From an optimization exercise on the open Yosys and OpenROAD flow, aimed at small area, a short achievable clock period and few clock cycles; shortcuts taken in it are not production practice.
Where RTL was checked, it was by simulation tests only, not by an equivalence proof against the original.
Power and IR drop assume default switching activity.

## adc_capture_top
module adc_capture_top (
	input  logic        data_clk_div,
	input  logic        rst_n,
	input  logic [39:0] lanes,
	input  logic [39:0] host_req,
	input  logic        host_req_valid,
	output logic        host_ack,
	output logic [31:0] host_rsp
);
	localparam int DW = 2*16;
	localparam int N  = 64;
	localparam int AW = 6;
	function automatic logic [8-1:0] slip(input logic [8-1:0] b,
			input logic [2:0] n);
		logic [2*8-1:0] dbl;
		dbl = {b, b} >> n;
		slip = dbl[8-1:0];
	endfunction
	adc_pkg::lane_words_t lanes_s;
	host_pkg::host_req_t  req;
	assign lanes_s = lanes;
	assign req     = host_req;
	logic          ack;
	logic          adc_en, cap_en;
	logic [6:0]    cnt;           
	logic          cap_sh;        
	logic          sh;            
	logic          rd_done;       
	logic [AW-1:0] ptr;           
	logic [AW-1:0] ptr_nx;        
	logic          frame_valid;
	logic [2:0]    bitslip;
	logic [DW-1:0] rsp;
	logic [DW*N-1:0] ring;
	logic is_wr, is_st, is_rd;
	logic cap_active, hit, ready, rise, arm;
	assign is_wr = (req.cmd == 2'd0);
	assign is_st = (req.cmd == 2'd1);
	assign is_rd = (req.cmd == 2'd2);
  ...
Size: about 2400 cells after synthesis, ~2100 flip-flops, roughly 120 I/O pins.
make LEC_CHECK=0 CAP_MARGIN=20 CORE_MARGIN=2 CORE_UTILIZATION=40 SLEW_MARGIN=20 finish   # period 4.0 ns
run.sh (not shown) runs the stock make flow with config.mk's settings and CLKGATE_MAP_FILE= SYNTH_SCRIPT=/design/flow/synth_recipe.tcl, a recipe that flattens the netlist after the stock synthesis.
The starting point produced a clean layout.
Rerun with:
SETUP_SLACK_MARGIN = 1.6   (was not set)
What happened: The changed run went through all stages and came out clean. Design area rises slightly. Core utilization rose by 0.18 points. Via count barely changes.
No run of this note included a check of the RTL's function; only the layout flow was run.

========
Another version of the RTL of adc_capture_top (not shown whole).
Size in the first run: about 4400 cells after synthesis, about 2300 flip-flops, ~120 I/O pins, about 60000 um^2 of cells after synthesis.
==> flow/config.mk <==
export PLATFORM = sky130hd
export DESIGN_NAME = adc_capture_top
export DESIGN_NICKNAME = adc_capture_top
export VERILOG_FILES = /design/flow/design.v
export SDC_FILE = /design/flow/constraint.sdc
export NUM_CORES = 4
export LEC_CHECK = 0
export CAP_MARGIN = 20
export CORE_MARGIN = 2
export CORE_UTILIZATION = 50
export CTS_CLUSTER_DIAMETER = 100
export CTS_CLUSTER_SIZE = 25
export SETUP_SLACK_MARGIN = 1.95
export SLEW_MARGIN = 20
==> flow/constraint.sdc <==
create_clock -name core_clock -period 4.0 [get_ports {data_clk_div}]
set_input_delay 0.8000 -clock core_clock [delete_from_list [all_inputs] [get_ports {data_clk_div}]]
set_output_delay 0.8000 -clock core_clock [all_outputs]
set_load 0.01 [all_outputs]
standard.sh (not shown) runs the stock make flow with config.mk's settings and CLKGATE_MAP_FILE= SYNTH_SCRIPT=/design/flow/synth_recipe.tcl, a recipe that flattens the netlist after the stock synthesis.
==> flow/flow/run.sh <==
#!/bin/bash
# The standard layout, with the port buffers made from sky130_fd_sc_hd__buf_2
# instead of the cell buffer_ports picks by itself. Every port still gets its
# own buffer. make's full output goes to orfs_make.log; each ORFS step also
# keeps its own log under orfs/logs/.
set -euo pipefail
export BUFFER_PORTS_ARGS="-buffer_cell sky130_fd_sc_hd__buf_2"
bash standard.sh finish > orfs_make.log 2>&1
Change:
CORE_UTILIZATION = 42   (was 50)
SETUP_SLACK_MARGIN = 2.0   (was 1.95)
=> Via count rose by 2.6%. Power rose by 2.8%. Die area rose by 19%.
No functional check of the RTL was part of any run of this note.

========
The RTL this note starts from:
==> flow/design.v <==
package adc_pkg;
	typedef struct packed {
		logic [8-1:0] frame;
		logic [8-1:0] ch0_a;
		logic [8-1:0] ch0_b;
		logic [8-1:0] ch1_a;
		logic [8-1:0] ch1_b;
	} lane_words_t;
	typedef struct packed {
		logic [16-1:0] ch0;
		logic [16-1:0] ch1;
	} sample_pair_t;
	typedef enum logic [1:0] {
		ALIGN_IDLE,
		ALIGN_CHECK,
		ALIGN_WAIT,
		ALIGN_LOCKED
	} align_state_e;
	typedef enum logic [1:0] {
		CAP_IDLE,
		CAP_RUN,
		CAP_DONE
	} cap_state_e;
endpackage
package host_pkg;
	typedef enum logic [1:0] {
		CMD_WRITE_CTRL,
		CMD_READ_STATUS,
		CMD_READ_SAMPLE
	} host_cmd_e;
	typedef struct packed {
		host_cmd_e cmd;
		logic [6-1:0] addr;
		logic [31:0] wdata;
	} host_req_t;
	typedef struct packed {
		logic [31:0] rdata;
	} host_rsp_t;
	typedef struct packed {
		logic adc_enable;
		logic capture_enable;
	} ctrl_t;
	typedef struct packed {
		logic frame_valid;
		logic [2:0] bitslip_count;
		logic [1:0] cap_state;   
		logic adc_enable;
		logic capture_enable;
	} status_t;
endpackage
`timescale 1ns/1ps
module adc_capture_top (
	input  logic        data_clk_div,
	input  logic        rst_n,
	input  logic [39:0] lanes,
	input  logic [39:0] host_req,
	input  logic        host_req_valid,
	output logic        host_ack,
	output logic [31:0] host_rsp
);
	localparam int DW = 2*16;
	localparam int N  = 64;
	localparam int AW = 6;
	function automatic logic [8-1:0] slip(input logic [8-1:0] b,
			input logic [2:0] n);
		logic [2*8-1:0] dbl;
		dbl = {b, b} >> n;
		slip = dbl[8-1:0];
	endfunction
	adc_pkg::lane_words_t lanes_s;
	host_pkg::host_req_t  req;
	assign lanes_s = lanes;
	assign req     = host_req;
	logic          ack;
	logic          adc_en, cap_en;
	logic [6:0]    cnt;           
	logic          cap_sh;        
	logic          sh;            
	logic [AW-1:0] pn;            
	logic          rd_q;          
	logic          st_q;          
	logic [7:0]    st_snap;       
	logic          frame_valid;
	logic [2:0]    bitslip;
	logic [DW-1:0] rsp;
	logic [DW*N-1:0] ring;
	logic is_wr, is_st, is_rd;
	logic cap_active, hit, ready, rise, arm, rd_ok, cap_sh_d, turn;
	assign is_wr = (req.cmd == 2'd0);
	assign is_st = (req.cmd == 2'd1);
	assign is_rd = (req.cmd == 2'd2);
	assign cap_active = cap_en & ~cnt[6];
	assign hit    = (req.addr == pn);
	assign rd_ok  = is_rd & ~cap_active;
	assign ready  = ~is_rd | cap_active | hit;
	assign rise   = host_req_valid & ~ack & ready;
	assign arm    = rise & is_wr & req.wdata[0] & ~cap_en;
	assign cap_sh_d = arm | (cap_en & (cnt < 7'd63));
	assign turn   = (ack & ~host_req_valid & rd_q) | (host_req_valid & ~ack & rd_ok & ~hit);
	logic [7:0] m;
	always_comb begin
		for (int s = 0; s < 8; s++)
			m[s] = (slip(lanes_s.frame, 3'(s)) == 8'b1111_0000);
	end
	always_ff @(posedge data_clk_div or negedge rst_n) begin
		if (!rst_n) begin
			frame_valid <= 1'b0;
			bitslip <= '0;
		end else begin
			frame_valid <= adc_en & (|m);
			bitslip <= adc_en ? {m[4] | m[5] | m[6] | m[7],
			                     m[2] | m[3] | m[6] | m[7],
			                     m[1] | m[3] | m[5] | m[7]} : 3'd0;
		end
	end
	always_ff @(posedge data_clk_div or negedge rst_n) begin
		if (!rst_n) begin
			ack <= 1'b0;
			adc_en <= 1'b0;
			cap_en <= 1'b0;
			cap_sh <= 1'b0;
			sh <= 1'b0;
			rd_q <= 1'b0;
			pn <= '0;
		end else begin
			ack <= host_req_valid & (ack | ready);
			if (rise & is_wr) begin
				adc_en <= req.wdata[1];
				cap_en <= req.wdata[0];
			end
			cap_sh <= cap_sh_d;
			sh <= cap_sh_d | turn;
			if (rise) begin
				rd_q <= rd_ok;
			end
			pn <= cap_sh_d ? '0 : (turn ? pn + 1'b1 : pn);
		end
	end
	always_ff @(posedge data_clk_div) begin
		if (arm)
			cnt <= '0;
		else if (cap_active)
			cnt <= cnt + 7'd1;
	end
	always_ff @(posedge data_clk_div) begin
		if (sh)
			ring <= {ring[DW*(N-1)-1:0],
			         cap_sh ? {slip(lanes_s.ch0_a, bitslip), slip(lanes_s.ch0_b, bitslip),
			                   slip(lanes_s.ch1_a, bitslip), slip(lanes_s.ch1_b, bitslip)}
			                : ring[DW*N-1 -: DW]};
	end
	host_pkg::status_t status;
	always_comb begin
		status.frame_valid = frame_valid;
		status.bitslip_count = bitslip;
		status.cap_state = ~cap_en ? 2'd0 : ((cnt[6] | (&cnt[5:0])) ? 2'd2 : 2'd1);
		status.adc_enable = adc_en;
		status.capture_enable = cap_en;
	end
	always_ff @(posedge data_clk_div) begin
		if (!ack) begin
			st_q <= is_st;
			st_snap <= status;
		end
	end
	always_ff @(posedge data_clk_div) begin
		if (ack ? rd_q : rd_ok)
			rsp <= sh ? ring[DW*(N-1)-1 -: DW] : ring[DW*N-1 -: DW];
		else if (ack)
			rsp <= st_q ? DW'(st_snap) : '0;
		else
			rsp <= is_st ? DW'(status) : '0;
	end
	assign host_ack = ack;
	assign host_rsp = rsp;
endmodule
export LEC_CHECK = 0
export CAP_MARGIN = 20
export CORE_MARGIN = 2
export CORE_UTILIZATION = 65
export CTS_CLUSTER_DIAMETER = 100
export CTS_CLUSTER_SIZE = 25
export SETUP_SLACK_MARGIN = 1.95
export SLEW_MARGIN = 20
create_clock -name core_clock -period 4.0 [get_ports {data_clk_div}]
Scripts as last shown in full above: flow/flow/run.sh
Testbench counts at the start, summed over its fixed seeds: cycles 9,504.
Next try:
CORE_UTILIZATION = 62   (was 65)
CTS_CLUSTER_DIAMETER = 90   (was 100)
CTS_CLUSTER_SIZE = 22   (was 25)
SETUP_SLACK_MARGIN = 1.97   (was 1.95)
=>
- The changed run completed with no timing, DRC or antenna violations
- setup slack is better by 0.0073 ns
- synthesized cell count stays the same
- cell area is higher slightly
- non-clock buffer count decreases by 6
Next try:
==> flow/run.sh (new file) <==
#!/bin/bash
# synth_recipe.tcl (not shown) runs the flow's synth.tcl, then flattens the netlist and writes it again
# the make line also repeats each setting of config.mk as NAME=value (left out here)
make -C /OpenROAD-flow-scripts/flow DESIGN_CONFIG=/design/flow/config.mk WORK_HOME=/design/flow/orfs CLKGATE_MAP_FILE= SYNTH_SCRIPT=/design/flow/synth_recipe.tcl finish
CORE_UTILIZATION = 55   (was 62)
CTS_CLUSTER_DIAMETER = 100   (was 90)
CTS_CLUSTER_SIZE = 25   (was 22)
SETUP_SLACK_MARGIN = 2.0   (was 1.97)
removed: flow/flow/run.sh
removed: flow/standard.sh
Routed wire length climbs by 3.6%.
Register-to-register slack gets worse by 0.08 ns.
Global-route usage came out lower by 1.4 points.
Non-clock buffer count rose by 6.
Power is lower by 1.4%.
Next try:
==> flow/flow/run.sh (new file) <==
#!/bin/bash
# The standard layout, with the port buffers made from sky130_fd_sc_hd__buf_2
# instead of the cell buffer_ports picks by itself. Every port still gets its
# own buffer. make's full output goes to orfs_make.log; each ORFS step also
# keeps its own log under orfs/logs/.
set -euo pipefail
export BUFFER_PORTS_ARGS="-buffer_cell sky130_fd_sc_hd__buf_2"
bash standard.sh finish > orfs_make.log 2>&1
==> flow/standard.sh (new file) <==
#!/bin/bash
# synth_recipe.tcl (not shown) runs the flow's synth.tcl, then flattens the netlist and writes it again
# the make line also repeats each setting of config.mk as NAME=value (left out here)
make -C /OpenROAD-flow-scripts/flow DESIGN_CONFIG=/design/flow/config.mk WORK_HOME=/design/flow/orfs CLKGATE_MAP_FILE= SYNTH_SCRIPT=/design/flow/synth_recipe.tcl "${@:-finish}"
CORE_UTILIZATION = 72   (was 55)
SETUP_SLACK_MARGIN = 1.95   (was 2.0)
removed: flow/run.sh
Cell count came out lower by about 9%; sequential share of layout area climbs by 1.1 points; maximum frequency drops by about 0.3%; count of clock-buffer cells in the layout came out lower by 3; synthesized area does not change; first-iteration DRC count rose by about 10%; register-to-register slack improves by 0.03 ns; critical path depth is unchanged.
Next try:
CORE_UTILIZATION = 55   (was 72)
GPL_TIMING_DRIVEN = 0   (was not set)
SETUP_SLACK_MARGIN = 2.0   (was 1.95)
After rerunning: The changed run went through all stages and came out clean; wire length went up by 14%; design area rises by 6.7%; utilization drops by 15 points; sequential cell count does not change; global-route usage fell by 3.1 points; setup slack loses 0.31 ns; worst hold slack is worse by 0.0049 ns; clock power is about the same; combinational power is higher by 87%; final cell count is higher by 14%.
Next try:
CORE_UTILIZATION = 65   (was 55)
GPL_TIMING_DRIVEN = not set   (was 0)
SETUP_SLACK_MARGIN = 1.85   (was 2.0)
=> The new run completed without violations. Synthesized area does not change. Setup slack gains 0.30 ns. Non-clock buffer count decreases by 191. Power decreases by a few percent. Clock skew decreases by 0.0035 ns. Global-route usage increases by 0.92 points. Sequential share of layout area increases by 5.4 points. Routed wire length decreases by about a fifth. Design area decreases by a few percent. Worst hold slack gains 0.0064 ns.

==> static timing again, ports no longer ideal <==
In the flow no input, the clock included, has a driving cell. The finished layouts below were timed again as built, in two steps. Step 1, drivers: a clkbuf_16 drives data_clk_div and a buf_2 each remaining input, both assumed. Step 2 also shifts input and output timing later by t, the mid clock arrival at the registers, as if the neighbouring blocks saw the same clock. Three values: ideal, step 1, step 2; two values: the first two.
run | t, ns | setup WS [ns] | latest minus earliest clock arrival (ns) | worst data-port slew with drivers (ns)
the first run of note 1 | 0.861 | 1.327 / 1.260 / 1.298 | 0.101 / 0.100 | 0.26
the second run of note 1 | 0.862 | 1.614 / 1.543 / 1.316 | 0.101 / 0.100 | 0.26
the first run of note 2 | 0.794 | 1.696 / 1.688 / 1.278 | 0.056 / 0.056 | 0.05
the second run of note 2 | 0.829 | 1.712 / 1.663 / 1.233 | 0.032 / 0.032 | 0.06
the first run of note 3 | 0.750 | 1.979 / 1.907 / 1.650 | 0.025 / 0.026 | 0.05
the second run of note 3 | 0.746 | 1.986 / 1.916 / 1.475 | 0.026 / 0.025 | 0.05
the third run of note 3 | 0.752 | 1.955 / 1.882 / 1.303 | 0.032 / 0.032 | 0.04
the fourth run of note 3 | 0.734 | 1.949 / 1.881 / 1.690 | 0.029 / 0.028 | 0.24
the fifth run of note 3 | 0.744 | 1.639 / 1.639 / 1.221 | 0.027 / 0.027 | 0.28
the sixth run of note 3 | 0.750 | 1.934 / 1.901 / 1.661 | 0.027 / 0.027 | 0.05
After both steps every run listed still meets setup and hold. For the third run of note 3, which loses most, drivers alone change the setup slack by -0.073 ns; drivers and shift together by -0.652 ns.
